Source: an optimization exercise on an open RTL-to-GDS flow (aim: small area and a short achievable clock period). Production flows keep margins and buffers that such runs may drop. In this exercise RTL edits were held to simulation tests only and were not proved equivalent to the original. Power is estimated from default activity; no workload was simulated.

== the reference run ==
// frame_buf_top
module frame_buf_top
(
    input  logic              ddr_clk,
    input  logic              rst_n,
    input  logic              pix_fsync,
    input  logic              pix_valid,
    input  logic [PIX_W-1:0]  pix_data,
    input  logic              rd_fsync,
    input  logic              rd_en,
    output logic              vout_de,
    output logic [PIX_W-1:0]  vout_data,
    output logic              init_done,
    output logic              wr_overflow,
    output logic              rd_underrun,
    input  logic              axi_awready,
    input  logic              axi_wready,
    input  logic              axi_arready,
    input  logic              axi_rvalid,
    input  logic              axi_rlast,
    input  logic [WORD_W-1:0] axi_rdata,
    output logic [ADDR_W-1:0] axi_awaddr,
    output logic [ADDR_W-1:0] axi_araddr,
    output logic              axi_awvalid,
    output logic              axi_wvalid,
    output logic              axi_wlast,
    output logic              axi_arvalid,
    output logic [WORD_W-1:0] axi_wdata
);
Size in the first run: about 2200 flip-flops, roughly 0.068 mm^2 of cells after synthesis.
Settings: LEC_CHECK=0, CAP_MARGIN=20, CORE_MARGIN=2, CORE_UTILIZATION=40, SLEW_MARGIN=20; clock period 5.5 ns.
run.sh (not shown) runs the stock make flow with config.mk's settings and CLKGATE_MAP_FILE= SYNTH_SCRIPT=/design/flow/synth_recipe.tcl, a recipe that flattens the netlist after the stock synthesis.
The reference run ran to completion and came out clean on the timing, design-rule and antenna checks.
Edits applied to the flow inputs when going from the reference run to the trial run:
Settings: SETUP_SLACK_MARGIN now 3.2, previously not set.
==> comparison <==
Between the reference run and the trial run, the clock transition at the registers of the reported paths does not differ in any meaningful way. Global placer's final weighted congestion, the trial run vs the reference run: up slightly. On sequential cell area, the trial run tracks the reference run almost exactly. There was hardly any difference in area fraction in compound gates after synthesis between the reference run and the trial run. Design internal power on the trial run is up relative to the reference run. Fraction of met3 tracks used by global routing | the trial run below the reference run. Clock network fraction of design power up 0.6 points in the trial run wrt the reference run.

* * *

## red
Another version of the RTL of frame_buf_top (not shown whole).
Size in the first run: roughly 2600 cells after synthesis, about 2200 flip-flops, about 69000 um^2 of cells after synthesis.
clock: 5.5 ns
lec_check: 0
cap_margin: 20
core_margin: 2
core_utilization: 65
cts_buf_list: sky130_fd_sc_hd__clkbuf_16
cts_cluster_diameter: 80
cts_cluster_size: 32
setup_slack_margin: 3.15
slew_margin: 20
standard.sh (not shown) runs the stock make flow with config.mk's settings and CLKGATE_MAP_FILE= SYNTH_SCRIPT=/design/flow/synth_recipe.tcl, a recipe that flattens the netlist after the stock synthesis.
==> flow/flow/run.sh <==
#!/bin/bash
# Standard layout, with the port buffers built from buf_2 cells.
cp standard.sh standard_sh_copy.log
export BUFFER_PORTS_ARGS="-buffer_cell sky130_fd_sc_hd__buf_2"
bash standard.sh > standard.log 2>&1
Input changes introduced in blue (baseline for comparison: red):
Settings: changing CORE_UTILIZATION from 65 to 82; changing SETUP_SLACK_MARGIN from 3.15 to 3.4.
==> flow/flow/run.sh <==
#!/bin/bash
# Standard layout with two changes: the port buffers are buf_2 cells, and
# after placement each flip-flop that drives an output port is moved next to
# that port's buffer (then legalised) before clock tree synthesis.
set -euo pipefail
export BUFFER_PORTS_ARGS="-buffer_cell sky130_fd_sc_hd__buf_2"
bash standard.sh synth floorplan place > standard_place.log 2>&1
PLACE_ODB=$(pwd)/orfs/results/sky130hd/frame_buf_top/base/3_place.odb
PLACE_ODB=$PLACE_ODB openroad -no_init -exit flow/move_out_ffs.tcl > move_out_ffs.log 2>&1
bash standard.sh > standard_finish.log 2>&1
==> flow/flow/move_out_ffs.tcl (new file) <==
# Move each flip-flop that drives an output port's buffer next to that buffer,
# then legalise.  Reads and rewrites the placed design given in PLACE_ODB.
read_db $::env(PLACE_ODB)
set block [ord::get_db_block]
set moved 0
foreach bt [$block getBTerms] {
  if {[$bt getIoType] != "OUTPUT"} continue
  set net [$bt getNet]
  if {$net == "NULL"} continue
  foreach it [$net getITerms] {
    if {![$it isOutputSignal]} continue
    set buf [$it getInst]
    foreach it2 [$buf getITerms] {
      if {![$it2 isInputSignal]} continue
      set n2 [$it2 getNet]
      if {$n2 == "NULL"} continue
      foreach it3 [$n2 getITerms] {
        if {![$it3 isOutputSignal]} continue
        set ff [$it3 getInst]
        if {![string match "*df*" [[$ff getMaster] getName]]} continue
        set loc [$buf getLocation]
        $ff setLocation [lindex $loc 0] [lindex $loc 1]
        $ff setPlacementStatus PLACED
        incr moved
      }
    }
  }
}
puts "moved $moved output flip-flops"
detailed_placement
check_placement -verbose
write_db $::env(PLACE_ODB)
==> comparison <==
The remaining runs in red and blue completed every stage, whereas blue halted early.
blue did not run to completion, as it errored out during 3_5_place_dp.
Register area share after synthesis came out exactly the same in red and blue.
Effective utilization at floorplan for blue is higher than for red.
From blue to red, number of enable flip-flop cells after synthesis did not move at all.
Taking blue over red, the die span in y ratio works out to 0.892.
Last weighted congestion value of the routability-driven placer in blue is about 2.2% higher than in red
For green, these inputs were changed with respect to blue:
Settings: CORE_UTILIZATION changed from 82 to 65; SETUP_SLACK_MARGIN changed from 3.4 to 3.3.
### Flow results
As far as count of cell types in the netlist goes, green and blue are indistinguishable; the numbers are identical. Diff blue -> green: number of ports placed on the die boundary was more or less identical; half-perimeter wire length after detailed placement now smaller; width of the die now larger. green ends up with a placer's final routability congestion estimate that is about 2.2% lower than in blue. Re synthesized cell count: no difference whatsoever between blue and green. green completed end to end with timing, DRC and antenna clean. Reported for green and blue, fraction of the mapped netlist area in adder cells turned out identical to the last digit. Number of core rows in green vs blue: up 13. Summary of green over blue: starting density of the core moved down; count of flip-flops with a built-in enable after synthesis level; cell area after synthesis level.
Modified inputs, orange compared to green
Settings: swapping 65 for 70 in CORE_UTILIZATION.
==> results.txt <==
Delta(worst slew margin relative to its limit, orange - green) < 0
Row worst-margin pin slew: orange higher / green lower
On total power draw, orange does better than green.
| signed area change from the synthesized netlist to the final layout | orange vs green | ≈ equal |
Compare orange and green | peak supply drop higher: green
On cell area after layout, orange and green are neck and neck.
Route | orange vs green | wire shorter in orange
For the first-pass GRT wire length, orange came in about 4% lower than green did.
Path length in cells of the critical path | orange above green
A launching element of the worst setup path of i_master.state[1] is what green shows, while rd_en belongs to orange.
Worst-path cell with the longest stage delay: sky130_fd_sc_hd__buf_16 -> orange, sky130_fd_sc_hd__dfxtp_4 -> green
Worst setup slack delta for orange relative to green: 4.0 ps higher
Input-level comparison between purple and orange:
Settings: changing CAP_MARGIN from 20 to 5; changing CORE_UTILIZATION from 70 to 65; changing SLEW_MARGIN from 20 to 5.
[summary]
Per the comparison of purple with orange, power of the sequential group shows no meaningful change, placement row count rose by 5, cell area barely changed, total wirelength of the detailed-routed design +4.6%.
When purple is set beside orange, its met2 layer usage reported by global route turns out to be 1.2 points smaller.
Setup slack: purple less than orange

what the ideal ports hide:
The flow's constraints put no driver on any port. The routed layouts listed below were extracted and timed again, unchanged, in two steps. Step 1: set_driving_cell puts a clkbuf_16 on ddr_clk and a buf_2 on each other input, an assumption about the parent block. Step 2 also shifts input and output timing later by t, the mid clock arrival at the registers, as if the neighbouring blocks saw the same clock. Slacks: ideal ports / drivers / drivers and shift; pairs: ideal ports / drivers.
run | t, ns | slack for setup (ns) | worst register clock-pin slew, ns | cell pins on the clock port's net
the reference run | 0.856 | 1.876 / 1.853 / 0.997 | 0.07 / 0.07 | 1
the trial run | 0.871 | 2.855 / 2.778 / 2.322 | 0.06 / 0.06 | 1
red | 0.736 | 3.179 / 3.114 / 2.478 | 0.12 / 0.12 | 1
green | 0.741 | 3.241 / 3.170 / 2.619 | 0.11 / 0.11 | 1
orange | 0.726 | 3.245 / 3.194 / 2.562 | 0.11 / 0.11 | 1
purple | 0.741 | 3.241 / 3.170 / 2.619 | 0.11 / 0.11 | 1
After both steps every run listed still meets setup and hold. For the reference run, which loses most, drivers alone change the setup slack by -0.023 ns; drivers and shift together by -0.879 ns.
